This design comes from an exercise in tuning for small area and a short achievable clock period on the open sky130 flow, not from production work.
At most, simulation tests tie the RTL to the original design; equivalence was not proved.

== JK ==
## mdu_param
module mdu_param #(
    parameter int WIDTH       = 32,
    parameter int MULT_CYCLES = 5,
    parameter int DIV_CYCLES  = 10
) (
    input  logic             clk,
    input  logic             reset,
    input  logic             req,
    input  logic [WIDTH-1:0] in_a,
    input  logic [WIDTH-1:0] in_b,
    input  logic [3:0]       MDUOp,
    input  logic             start,
    output logic [WIDTH-1:0] data_hi,
    output logic [WIDTH-1:0] data_lo,
    output logic             busy
);
    localparam int UW = 36;    
    localparam int NU = 4;     
    localparam logic [3:0] OP_MULT  = 4'd1;
    localparam logic [3:0] OP_MULTU = 4'd2;
    localparam logic [3:0] OP_DIV   = 4'd3;
    localparam logic [3:0] OP_DIVU  = 4'd4;
    localparam logic [3:0] OP_MTHI  = 4'd7;
    localparam logic [3:0] OP_MTLO  = 4'd8;
    localparam logic [3:0] OP_MADD  = 4'd9;
    localparam logic [3:0] OP_MADDU = 4'd10;
    localparam logic [3:0] OP_MSUB  = 4'd11;
    localparam logic [3:0] OP_MSUBU = 4'd12;
    logic [31:0]   hi_q, lo_q;
    logic [3:0]    cnt_q;
    logic          busy_q;
    logic          div_q;      
    logic          sgn_q;      
    logic          msub_q;     
    logic          accum_q;    
    logic          nega_q;     
    logic          negq_q;     
    logic          negb_q;     
    logic [33:0]   a_q;        
    logic [31:0]   q_q;        
  ...
clock: 90.0 ns
lec_check: 0
abc_area: 1
cap_margin: 20
core_margin: 2
core_utilization: 40
slew_margin: 60
standard.sh (not shown) runs the stock make flow with config.mk's settings and CLKGATE_MAP_FILE= SYNTH_SCRIPT=/design/flow/synth_recipe.tcl, a recipe that flattens the netlist after the stock synthesis.
==> flow/flow/run.sh <==
#!/bin/bash
set -euo pipefail
export BUFFER_PORTS_ARGS="-buffer_cell sky130_fd_sc_hd__buf_1"
export CTS_ARGS="-sink_clustering_enable -repair_clock_nets -buf_list sky130_fd_sc_hd__clkbuf_16 -dont_use_dummy_load"
bash standard.sh > standard.log 2>&1
Inputs modified between JK and MS:
-- flow/design.v --
<<< JK, line 41
    logic          qm1_q;      
    logic [34:0]   acc_q;      
    assign data_hi = hi_q;
    assign data_lo = lo_q;
>>> MS, line 41
    logic          qm1_q;      
    logic [34:0]   acc_q;      
    logic          zero0_q;    
    assign data_hi = hi_q;
    assign data_lo = lo_q;
<<< JK, line 151
                    ux[k] = {{(UW-34){acc_q[32]}}, acc_q[32:0], q_q[31] ^ nega_q};
                else
                    ux[k] = {{(UW-35){acc_q[34]}}, acc_q};
            end else begin
                if (d_step)
>>> MS, line 152
                    ux[k] = {{(UW-34){acc_q[32]}}, acc_q[32:0], q_q[31] ^ nega_q};
                else
                    ux[k] = zero0_q ? '0 : {{(UW-35){acc_q[34]}}, acc_q};
            end else begin
                if (d_step)
<<< JK, line 227
            q_q      <= in_a;
            qm1_q    <= 1'b0;
            acc_q    <= MDUOp[3] ? {1'b0, hi_q[1:0], lo_q} : 35'd0;
        end else begin
            negctl_q <= negq_q;
            if (div_q) begin
                if (d_first) begin
>>> MS, line 228
            q_q      <= in_a;
            qm1_q    <= 1'b0;
            acc_q    <= {1'b0, hi_q[1:0], lo_q};
            zero0_q  <= ~MDUOp[3];
        end else begin
            negctl_q <= negq_q;
            zero0_q  <= 1'b0;
            if (div_q) begin
                if (d_first) begin
Findings:
The complex-gate fraction of the synthesized area of MS is higher than that of JK. Mux cell area share after synthesis, MS and JK: larger value in MS. Re total global routing track utilization: JK was lower than MS. Summary of MS over JK: worst slew margin relative to its limit down 1.1 points; number of library cell types mapped by synthesis moved down; post-synthesis instance area saw a decrease; wire length climbed 1.2%; number of iterations in the first detailed-routing pass dropped 1. MS ends up with a area overhead of the layout relative to synthesis that is 0.59 points higher than in JK. Side by side, routed wire length on met2 turned out higher in MS than in JK.
Function was not checked in any run of this note: the RTL went through the layout flow alone.

---

The RTL this note starts from:
==> flow/design.v <==
module mdu_param #(
    parameter int WIDTH       = 32,
    parameter int MULT_CYCLES = 5,
    parameter int DIV_CYCLES  = 10
) (
    input  logic             clk,
    input  logic             reset,
    input  logic             req,
    input  logic [WIDTH-1:0] in_a,
    input  logic [WIDTH-1:0] in_b,
    input  logic [3:0]       MDUOp,
    input  logic             start,
    output logic [WIDTH-1:0] data_hi,
    output logic [WIDTH-1:0] data_lo,
    output logic             busy
);
    localparam int UW = 36;    
    localparam int NU = 4;     
    localparam logic [3:0] OP_MULT  = 4'd1;
    localparam logic [3:0] OP_MULTU = 4'd2;
    localparam logic [3:0] OP_DIV   = 4'd3;
    localparam logic [3:0] OP_DIVU  = 4'd4;
    localparam logic [3:0] OP_MTHI  = 4'd7;
    localparam logic [3:0] OP_MTLO  = 4'd8;
    localparam logic [3:0] OP_MADD  = 4'd9;
    localparam logic [3:0] OP_MADDU = 4'd10;
    localparam logic [3:0] OP_MSUB  = 4'd11;
    localparam logic [3:0] OP_MSUBU = 4'd12;
    logic [31:0]   hi_q, lo_q;
    logic [3:0]    cnt_q;
    logic          busy_q;
    logic          div_q;      
    logic          sgn_q;      
    logic          msub_q;     
    logic          accum_q;    
    logic          nega_q;     
    logic          negq_q;     
    logic          negb_q;     
    logic [33:0]   a_q;        
    logic [31:0]   q_q;        
    logic          qm1_q;      
    logic [34:0]   acc_q;      
    assign data_hi = hi_q;
    assign data_lo = lo_q;
    assign busy    = busy_q;
    logic op_long, op_div, op_sgn, op_msub, op_accum;
    always_comb begin
        op_long  = 1'b0;
        op_div   = 1'b0;
        op_sgn   = 1'b0;
        op_msub  = 1'b0;
        op_accum = 1'b0;
        case (MDUOp)
            OP_MULT:  begin op_long = 1'b1; op_sgn = 1'b1; end
            OP_MULTU: begin op_long = 1'b1; end
            OP_DIV:   begin op_long = 1'b1; op_div = 1'b1; op_sgn = 1'b1; end
            OP_DIVU:  begin op_long = 1'b1; op_div = 1'b1; end
            OP_MADD:  begin op_long = 1'b1; op_sgn = 1'b1; op_accum = 1'b1; end
            OP_MADDU: begin op_long = 1'b1; op_accum = 1'b1; end
            OP_MSUB:  begin op_long = 1'b1; op_sgn = 1'b1; op_accum = 1'b1; op_msub = 1'b1; end
            OP_MSUBU: begin op_long = 1'b1; op_accum = 1'b1; op_msub = 1'b1; end
            default:  ;
        endcase
    end
    logic accept;
    assign accept = start & op_long & ~busy_q & ~req;
    logic d_first_q;    
    logic d_step_q;     
    logic d_last_q;     
    logic m_last_q;     
    logic negctl_q;     
    logic last;
    logic d_first, d_step, d_last, m_last;
    assign d_first = d_first_q;
    assign d_step  = d_step_q;
    assign d_last  = d_last_q;
    assign m_last  = m_last_q;
    assign last    = d_last_q | m_last_q;
    logic        negctl;
    logic [31:0] q_neg;
    logic [31:0] q_or;      
    assign negctl = negctl_q;
    always_comb begin
        q_or[0] = 1'b0;
        for (int i = 1; i < 32; i++) q_or[i] = q_or[i-1] | q_q[i-1];
    end
    assign q_neg = q_q ^ ({32{negctl}} & q_or);
    logic [UW-1:0] ux   [NU];
    logic [UW-1:0] uy   [NU];
    logic          ucin [NU];
    logic [UW-1:0] us   [NU];
    logic          uacc [NU];    
    logic [32:0]   urem [NU];    
    logic          b_one [NU], b_two [NU], b_neg [NU], b_hi [NU];
    always_comb begin
        for (int k = 0; k < NU; k++) begin
            logic b1, b0, bm;
            b1 = q_q[2*k+1];
            b0 = q_q[2*k];
            bm = (k == 0) ? qm1_q : q_q[2*k-1];
            if (k == 0 && m_last) begin
                b1 = sgn_q & qm1_q;
                b0 = sgn_q & qm1_q;
            end
            b_one[k] = b0 ^ bm;
            b_two[k] = (b1 & ~b0 & ~bm) | (~b1 & b0 & bm);
            b_neg[k] = b1 ^ msub_q;
            b_hi[k]  = 1'b0;
            if (m_last && k != 0) begin
                b_one[k] = 1'b0;
                b_two[k] = 1'b0;
                b_neg[k] = 1'b0;
                b_hi[k]  = (k == 1) & accum_q;
            end
            if (div_q) begin
                b_one[k] = ~d_last | ((k == 0) & (acc_q[34] ^ nega_q));
                b_two[k] = 1'b0;
                b_neg[k] = d_first ? ~negb_q : (d_last & (k == 0) & acc_q[34] & ~nega_q);
            end
        end
    end
    always_comb begin
        for (int k = 0; k < NU; k++) begin
            if (k == 0) begin
                if (d_step)
                    ux[k] = {{(UW-34){acc_q[32]}}, acc_q[32:0], q_q[31] ^ nega_q};
                else
                    ux[k] = {{(UW-35){acc_q[34]}}, acc_q};
            end else begin
                if (d_step)
                    ux[k] = {{(UW-34){urem[k-1][32]}}, urem[k-1], q_q[31-k] ^ nega_q};
                else
                    ux[k] = {{2{us[k-1][UW-1]}}, us[k-1][UW-1:2]};
            end
            if (d_step)
                ucin[k] = (k == 0) ? acc_q[34] : us[k-1][UW-1];
            else
                ucin[k] = b_neg[k] | ((k == 0) & d_last & nega_q);
            for (int i = 0; i < UW; i++) begin
                logic a1, a2;
                a1 = a_q[(i > 33) ? 33 : i];
                a2 = (i == 0) ? 1'b0 : a_q[(i - 1 > 33) ? 33 : i - 1];
                uy[k][i] = ((b_one[k] & a1) | (b_two[k] & a2)) ^ (d_step ? ucin[k] : b_neg[k]);
                if (i < 30) uy[k][i] = uy[k][i] | (b_hi[k] & hi_q[i+2]);
            end
            if (k == 0) begin
                us[k] = ux[k] + uy[k] + {{(UW-1){1'b0}}, ucin[k]};
            end else begin
                us[k][UW-2:0] = ux[k][UW-2:0] + uy[k][UW-2:0] + {{(UW-2){1'b0}}, ucin[k]};
                us[k][UW-1]   = us[k][UW-2];
            end
            uacc[k] = us[k][UW-1] ^ ~nega_q;
            urem[k] = us[k][32:0];
        end
    end
    logic        commit;
    logic        bzero;
    assign bzero  = (a_q == 34'd0);
    assign commit = last & ~(div_q & bzero);
    always_ff @(posedge clk) begin
        if (reset) begin
            hi_q      <= 32'd0;
            lo_q      <= 32'd0;
            cnt_q     <= 4'd0;
            busy_q    <= 1'b0;
            d_first_q <= 1'b0;
            d_step_q  <= 1'b0;
            d_last_q  <= 1'b0;
            m_last_q  <= 1'b0;
        end else begin
            d_first_q <= accept & op_div;
            d_step_q  <= busy_q & div_q & (cnt_q >= 4'd3);
            d_last_q  <= busy_q & div_q & (cnt_q == 4'd2);
            m_last_q  <= busy_q & ~div_q & (cnt_q == 4'd2);
            if (busy_q) begin
                cnt_q  <= cnt_q - 4'd1;
                busy_q <= (cnt_q != 4'd1);
            end else if (accept) begin
                cnt_q  <= op_div ? 4'd10 : 4'd5;
                busy_q <= 1'b1;
            end
            if (commit) begin
                hi_q <= {us[1][29:0], us[0][1:0]};
                lo_q <= q_neg;
            end else if (~busy_q & ~req & (MDUOp == OP_MTHI)) begin
                hi_q <= in_a;
            end else if (~busy_q & ~req & (MDUOp == OP_MTLO)) begin
                lo_q <= in_a;
            end
        end
    end
    always_ff @(posedge clk) begin
        if (~busy_q) begin
            div_q    <= ~MDUOp[3] & (MDUOp[2] | (MDUOp[1] & MDUOp[0]));
            sgn_q    <= MDUOp[0];
            msub_q   <= MDUOp[3] & (MDUOp[2] | (MDUOp[1] & MDUOp[0]));
            accum_q  <= MDUOp[3];
            nega_q   <= (MDUOp == OP_DIV) & in_a[31];
            negb_q   <= (MDUOp == OP_DIV) & in_b[31];
            negq_q   <= (MDUOp == OP_DIV) & (in_a[31] ^ in_b[31]);
            negctl_q <= (MDUOp == OP_DIV) & in_a[31];
            a_q      <= {{2{MDUOp[0] & in_b[31]}}, in_b};
            q_q      <= in_a;
            qm1_q    <= 1'b0;
            acc_q    <= MDUOp[3] ? {1'b0, hi_q[1:0], lo_q} : 35'd0;
        end else begin
            negctl_q <= negq_q;
            if (div_q) begin
                if (d_first) begin
                    a_q   <= us[0][33:0];
                    q_q   <= q_neg;
                    acc_q <= {35{nega_q}};
                end else begin
                    q_q   <= {q_q[27:0], uacc[0], uacc[1], uacc[2], uacc[3]};
                    acc_q <= {{2{urem[3][32]}}, urem[3]};
                end
            end else begin
                q_q   <= {us[3][1:0], us[2][1:0], us[1][1:0], us[0][1:0], q_q[31:8]};
                qm1_q <= q_q[7];
                acc_q <= {us[3][UW-1], us[3][UW-1:2]};
            end
        end
    end
endmodule
export LEC_CHECK = 0
export CAP_MARGIN = 20
export CORE_MARGIN = 2
export CORE_UTILIZATION = 40
export SLEW_MARGIN = 20
create_clock -name core_clock -period 90.0 [get_ports {clk}]
run.sh (not shown) runs the stock make flow with config.mk's settings and CLKGATE_MAP_FILE= SYNTH_SCRIPT=/design/flow/synth_recipe.tcl, a recipe that flattens the netlist after the stock synthesis.
Stock flow here: none of the scripts above is used.
==> next run, changes <==
--- a/flow/design.v
+++ b/flow/design.v
@@ -144,10 +144,5 @@
                 if (i < 30) uy[k][i] = uy[k][i] | (b_hi[k] & hi_q[i+2]);
             end
-            if (k == 0) begin
-                us[k] = ux[k] + uy[k] + {{(UW-1){1'b0}}, ucin[k]};
-            end else begin
-                us[k][UW-2:0] = ux[k][UW-2:0] + uy[k][UW-2:0] + {{(UW-2){1'b0}}, ucin[k]};
-                us[k][UW-1]   = us[k][UW-2];
-            end
+            us[k]   = ux[k] + uy[k] + {{(UW-1){1'b0}}, ucin[k]};
             uacc[k] = us[k][UW-1] ^ ~nega_q;
             urem[k] = us[k][32:0];
@@ -192,16 +187,16 @@
     always_ff @(posedge clk) begin
         if (~busy_q) begin
-            div_q    <= ~MDUOp[3] & (MDUOp[2] | (MDUOp[1] & MDUOp[0]));
-            sgn_q    <= MDUOp[0];
-            msub_q   <= MDUOp[3] & (MDUOp[2] | (MDUOp[1] & MDUOp[0]));
-            accum_q  <= MDUOp[3];
-            nega_q   <= (MDUOp == OP_DIV) & in_a[31];
-            negb_q   <= (MDUOp == OP_DIV) & in_b[31];
-            negq_q   <= (MDUOp == OP_DIV) & (in_a[31] ^ in_b[31]);
-            negctl_q <= (MDUOp == OP_DIV) & in_a[31];
-            a_q      <= {{2{MDUOp[0] & in_b[31]}}, in_b};
+            div_q    <= op_div;
+            sgn_q    <= op_sgn;
+            msub_q   <= op_msub;
+            accum_q  <= op_accum;
+            nega_q   <= op_div & op_sgn & in_a[31];
+            negb_q   <= op_div & op_sgn & in_b[31];
+            negq_q   <= op_div & op_sgn & (in_a[31] ^ in_b[31]);
+            negctl_q <= op_div & op_sgn & in_a[31];
+            a_q      <= {{2{op_sgn & in_b[31]}}, in_b};
             q_q      <= in_a;
             qm1_q    <= 1'b0;
-            acc_q    <= MDUOp[3] ? {1'b0, hi_q[1:0], lo_q} : 35'd0;
+            acc_q    <= op_accum ? {1'b0, hi_q[1:0], lo_q} : 35'd0;
         end else begin
             negctl_q <= negq_q;
Effect: Synthesized cell count is higher by about 3%; via count increases by about 6%; final cell count grows by about 3.7%; setup slack is better by 0.38 ns; routed wire length rises by 6.6%; die area increases by 4.4%; utilization goes up by 0.26 points.

## static timing again, ports no longer ideal
How much do the figures lean on ideal ports? The routed layouts below were timed once more, with nothing changed but the port constraints.
Step 1 sets driving cells, clkbuf_16 on the clock port and buf_2 on the other inputs (assumed; they add their load-dependent delay and slew).
Step 2 also shifts input and output timing later by t, the mid clock arrival at the registers, as if the neighbouring blocks saw the same clock.
Slacks: no drivers / after step 1 / after step 2; pairs: no drivers / after step 1.
run | t (ns) | setup WS [ns] | worst hold slack (ns)
JK | 0.546 | 70.002 / 70.032 / 69.486 | 0.485 / 0.485 / 0.485
MS | 0.542 | 70.063 / 70.098 / 69.556 | 0.468 / 0.468 / 0.468
the first run of note 2 | 0.562 | 69.780 / 69.805 / 69.243 | 0.475 / 0.475 / 0.475
the second run of note 2 | 0.572 | 70.161 / 70.098 / 69.848 | 0.521 / 0.521 / 0.521
After both steps every run listed still meets setup and hold. The setup slack of the first run of note 2, which loses most, moves by +0.025 ns with the drivers and by -0.537 ns with both steps.
